This design comes from an exercise in tuning for small area and a short achievable clock period on the open sky130 flow, not from production work.
Where RTL was checked, it was by simulation tests only, not by an equivalence proof against the original.
No activity file was given, so power comes from the tool's default toggle rates.

==> flow/design.v <==
package mem_responder_pkg;
  localparam int DEFAULT_AW = 8;
  localparam int DEFAULT_DW = 8;
  typedef enum logic {
    ST_LOAD = 1'b0,
    ST_RUN  = 1'b1
  } state_e;
endpackage
module ram_sp_async #(
  parameter int AW = 8,
  parameter int DW = 8
) (
  input  logic          clk,
  input  logic          i_we,
  input  logic [AW-1:0] i_waddr,
  input  logic [DW-1:0] i_wdata,
  input  logic [AW-1:0] i_raddr,
  output logic [DW-1:0] o_rdata
);
  logic [DW-1:0] r_mem [2**AW];
  always_ff @(posedge clk) begin
    if (i_we) begin
      r_mem[i_waddr] <= i_wdata;
    end
  end
  assign o_rdata = r_mem[i_raddr];
endmodule
module mem_responder #(
  parameter int AW = mem_responder_pkg::DEFAULT_AW,
  parameter int DW = mem_responder_pkg::DEFAULT_DW
) (
  input  logic          clk,
  input  logic          rst,
  input  logic [DW-1:0] bus_in,
  input  logic          AR_load,
  input  logic          memory_WE,
  output logic [DW-1:0] mem_out,
  input  logic          ld_valid,
  input  logic [DW-1:0] ld_data,
  input  logic          ld_last,
  output logic          ld_ready,
  input  logic          ld_restart,
  output logic          cpu_hold,
  output logic [AW-1:0] dev_ptr
);
  mem_responder_pkg::state_e r_state;
  mem_responder_pkg::state_e w_state_next;
  logic [AW-1:0] r_ptr;
  logic [AW-1:0] w_ptr_next;
  logic [AW-1:0] r_ar;
  logic [AW-1:0] w_ar_next;
  logic          w_we;
  logic [AW-1:0] w_waddr;
  logic [DW-1:0] w_wdata;
  logic [AW-1:0] w_bus_addr;
  assign w_bus_addr = AW'(bus_in);
  always_ff @(posedge clk) begin
    if (!rst) begin
      r_state <= mem_responder_pkg::ST_LOAD;
      r_ptr   <= '0;
      r_ar    <= '0;
    end else begin
      r_state <= w_state_next;
      r_ptr   <= w_ptr_next;
      r_ar    <= w_ar_next;
    end
  end
  always_comb begin
    w_state_next = r_state;
    w_ptr_next   = r_ptr;
    w_ar_next    = r_ar;
    w_we         = 1'b0;
    w_waddr      = r_ar;
    w_wdata      = bus_in;
    unique case (r_state)
      mem_responder_pkg::ST_LOAD: begin
        if (ld_restart) begin
          w_ptr_next = '0;
        end else if (ld_valid) begin
          w_we       = 1'b1;
          w_waddr    = r_ptr;
          w_wdata    = ld_data;
          w_ptr_next = r_ptr + 1'b1;
          if (ld_last || (r_ptr == '1)) begin
            w_state_next = mem_responder_pkg::ST_RUN;
          end
        end
      end
      mem_responder_pkg::ST_RUN: begin
        if (ld_restart) begin
          w_state_next = mem_responder_pkg::ST_LOAD;
          w_ptr_next   = '0;
        end else begin
          w_we = memory_WE;
          if (AR_load) begin
            w_ar_next = w_bus_addr;
          end
        end
      end
      default: begin
        w_state_next = mem_responder_pkg::ST_LOAD;
      end
    endcase
    if (!rst) begin
      w_we = 1'b0;
    end
  end
  ram_sp_async #(
    .AW(AW),
    .DW(DW)
  ) u_ram (
    .clk     (clk),
    .i_we    (w_we),
    .i_waddr (w_waddr),
    .i_wdata (w_wdata),
    .i_raddr (r_ar),
    .o_rdata (mem_out)
  );
  assign ld_ready = (r_state == mem_responder_pkg::ST_LOAD);
  assign cpu_hold = (r_state == mem_responder_pkg::ST_LOAD);
  assign dev_ptr  = r_ptr;
endmodule
make LEC_CHECK=0 ABC_CLOCK_PERIOD_IN_PS=3000 CAP_MARGIN=20 CORE_MARGIN=2 CORE_UTILIZATION=40 SETUP_SLACK_MARGIN=3.0 SLEW_MARGIN=20 finish   # period 6.5 ns
run.sh (not shown) runs the stock make flow with config.mk's settings and CLKGATE_MAP_FILE= SYNTH_SCRIPT=/design/flow/synth_recipe.tcl, a recipe that flattens the netlist after the stock synthesis.
The starting point passed the timing, DRC and antenna checks.
Then changed:
--- a/flow/design.v
+++ b/flow/design.v
@@ -1,30 +1,60 @@
 package mem_responder_pkg;
   localparam int DEFAULT_AW = 8;
   localparam int DEFAULT_DW = 8;
+  localparam int DEFAULT_RK = 4;
   typedef enum logic {
     ST_LOAD = 1'b0,
     ST_RUN  = 1'b1
   } state_e;
 endpackage
 module ram_sp_async #(
   parameter int AW = 8,
-  parameter int DW = 8
+  parameter int DW = 8,
+  parameter int RK = 4
 ) (
   input  logic          clk,
   input  logic          i_we,
   input  logic [AW-1:0] i_waddr,
   input  logic [DW-1:0] i_wdata,
+  input  logic [AW-1:0] i_raddr_n,
   input  logic [AW-1:0] i_raddr,
   output logic [DW-1:0] o_rdata
 );
+  localparam int NC = 2**(AW-RK);
   logic [DW-1:0] r_mem [2**AW];
-  always_ff @(posedge clk) begin
-    if (i_we) begin
-      r_mem[i_waddr] <= i_wdata;
+  logic [DW-1:0] r_cand [NC];
+  logic [DW-1:0] w_cand [NC];
+  logic          w_lo_hit;
+  logic [2**AW-1:0] w_bwe;
+  always_comb begin
+    for (int a = 0; a < 2**AW; a++) begin
+      w_bwe[a] = i_we && (i_waddr == AW'(a));
     end
   end
-  assign o_rdata = r_mem[i_raddr];
+  always_ff @(posedge clk) begin
+    for (int a = 0; a < 2**AW; a++) begin
+      if (w_bwe[a]) begin
+        r_mem[a] <= i_wdata;
+      end
+    end
+  end
+  assign w_lo_hit = i_we && (i_waddr[RK-1:0] == i_raddr_n[RK-1:0]);
+  always_comb begin
+    for (int j = 0; j < NC; j++) begin
+      if (w_lo_hit && (i_waddr[AW-1:RK] == (AW-RK)'(j))) begin
+        w_cand[j] = i_wdata;
+      end else begin
+        w_cand[j] = r_mem[{(AW-RK)'(j), i_raddr_n[RK-1:0]}];
+      end
+    end
+  end
+  always_ff @(posedge clk) begin
+    for (int j = 0; j < NC; j++) begin
+      r_cand[j] <= w_cand[j];
+    end
+  end
+  assign o_rdata = r_cand[i_raddr[AW-1:RK]];
 endmodule
 module mem_responder #(
   parameter int AW = mem_responder_pkg::DEFAULT_AW,
   parameter int DW = mem_responder_pkg::DEFAULT_DW
@@ -52,8 +82,9 @@
   logic          w_we;
   logic [AW-1:0] w_waddr;
   logic [DW-1:0] w_wdata;
   logic [AW-1:0] w_bus_addr;
+  logic [AW-1:0] w_raddr_next;
   assign w_bus_addr = AW'(bus_in);
   always_ff @(posedge clk) begin
     if (!rst) begin
       r_state <= mem_responder_pkg::ST_LOAD;
@@ -104,18 +135,21 @@
     if (!rst) begin
       w_we = 1'b0;
     end
   end
+  assign w_raddr_next = rst ? w_ar_next : '0;
   ram_sp_async #(
     .AW(AW),
-    .DW(DW)
+    .DW(DW),
+    .RK(mem_responder_pkg::DEFAULT_RK)
   ) u_ram (
-    .clk     (clk),
-    .i_we    (w_we),
-    .i_waddr (w_waddr),
-    .i_wdata (w_wdata),
-    .i_raddr (r_ar),
-    .o_rdata (mem_out)
+    .clk       (clk),
+    .i_we      (w_we),
+    .i_waddr   (w_waddr),
+    .i_wdata   (w_wdata),
+    .i_raddr_n (w_raddr_next),
+    .i_raddr   (r_ar),
+    .o_rdata   (mem_out)
   );
   assign ld_ready = (r_state == mem_responder_pkg::ST_LOAD);
   assign cpu_hold = (r_state == mem_responder_pkg::ST_LOAD);
   assign dev_ptr  = r_ptr;
=> The changed run produced a clean layout; total power climbs by 3.6%; register-to-register slack is worse by 0.42 ns; routed wire length came out higher by 23%; cell count climbs by 12%; first-iteration DRC count climbs by 65%.
For the second run of this note, only the layout was checked, not whether the RTL still works.

afterwards: timing with drivers on the ports:
The results above use ideal ports. As a check the final layouts listed here were re-extracted and re-timed, cells and wires unchanged.
Step 1 sets driving cells, clkbuf_16 on the clock port and buf_2 on the other inputs (assumed; they add their load-dependent delay and slew).
Step 2 also shifts input and output timing later by t, the mid clock arrival at the registers, as if the neighbouring blocks saw the same clock.
Three values: ideal, step 1, step 2; two values: the first two.
run | t (ns) | setup WS [ns] | worst setup path at the end | clock arrival spread, ns | worst slew at a driven data input, ns
the first run | 0.929 | 1.320 / 1.231 / 2.039 | input to register | 0.053 / 0.053 | 0.04
the second run | 0.923 | 2.252 / 2.173 / 2.051 | input to register | 0.058 / 0.058 | 0.05
After both steps setup and hold are still met in every run listed. For the second run, which loses most, drivers alone change the setup slack by -0.079 ns; drivers and shift together by -0.201 ns.
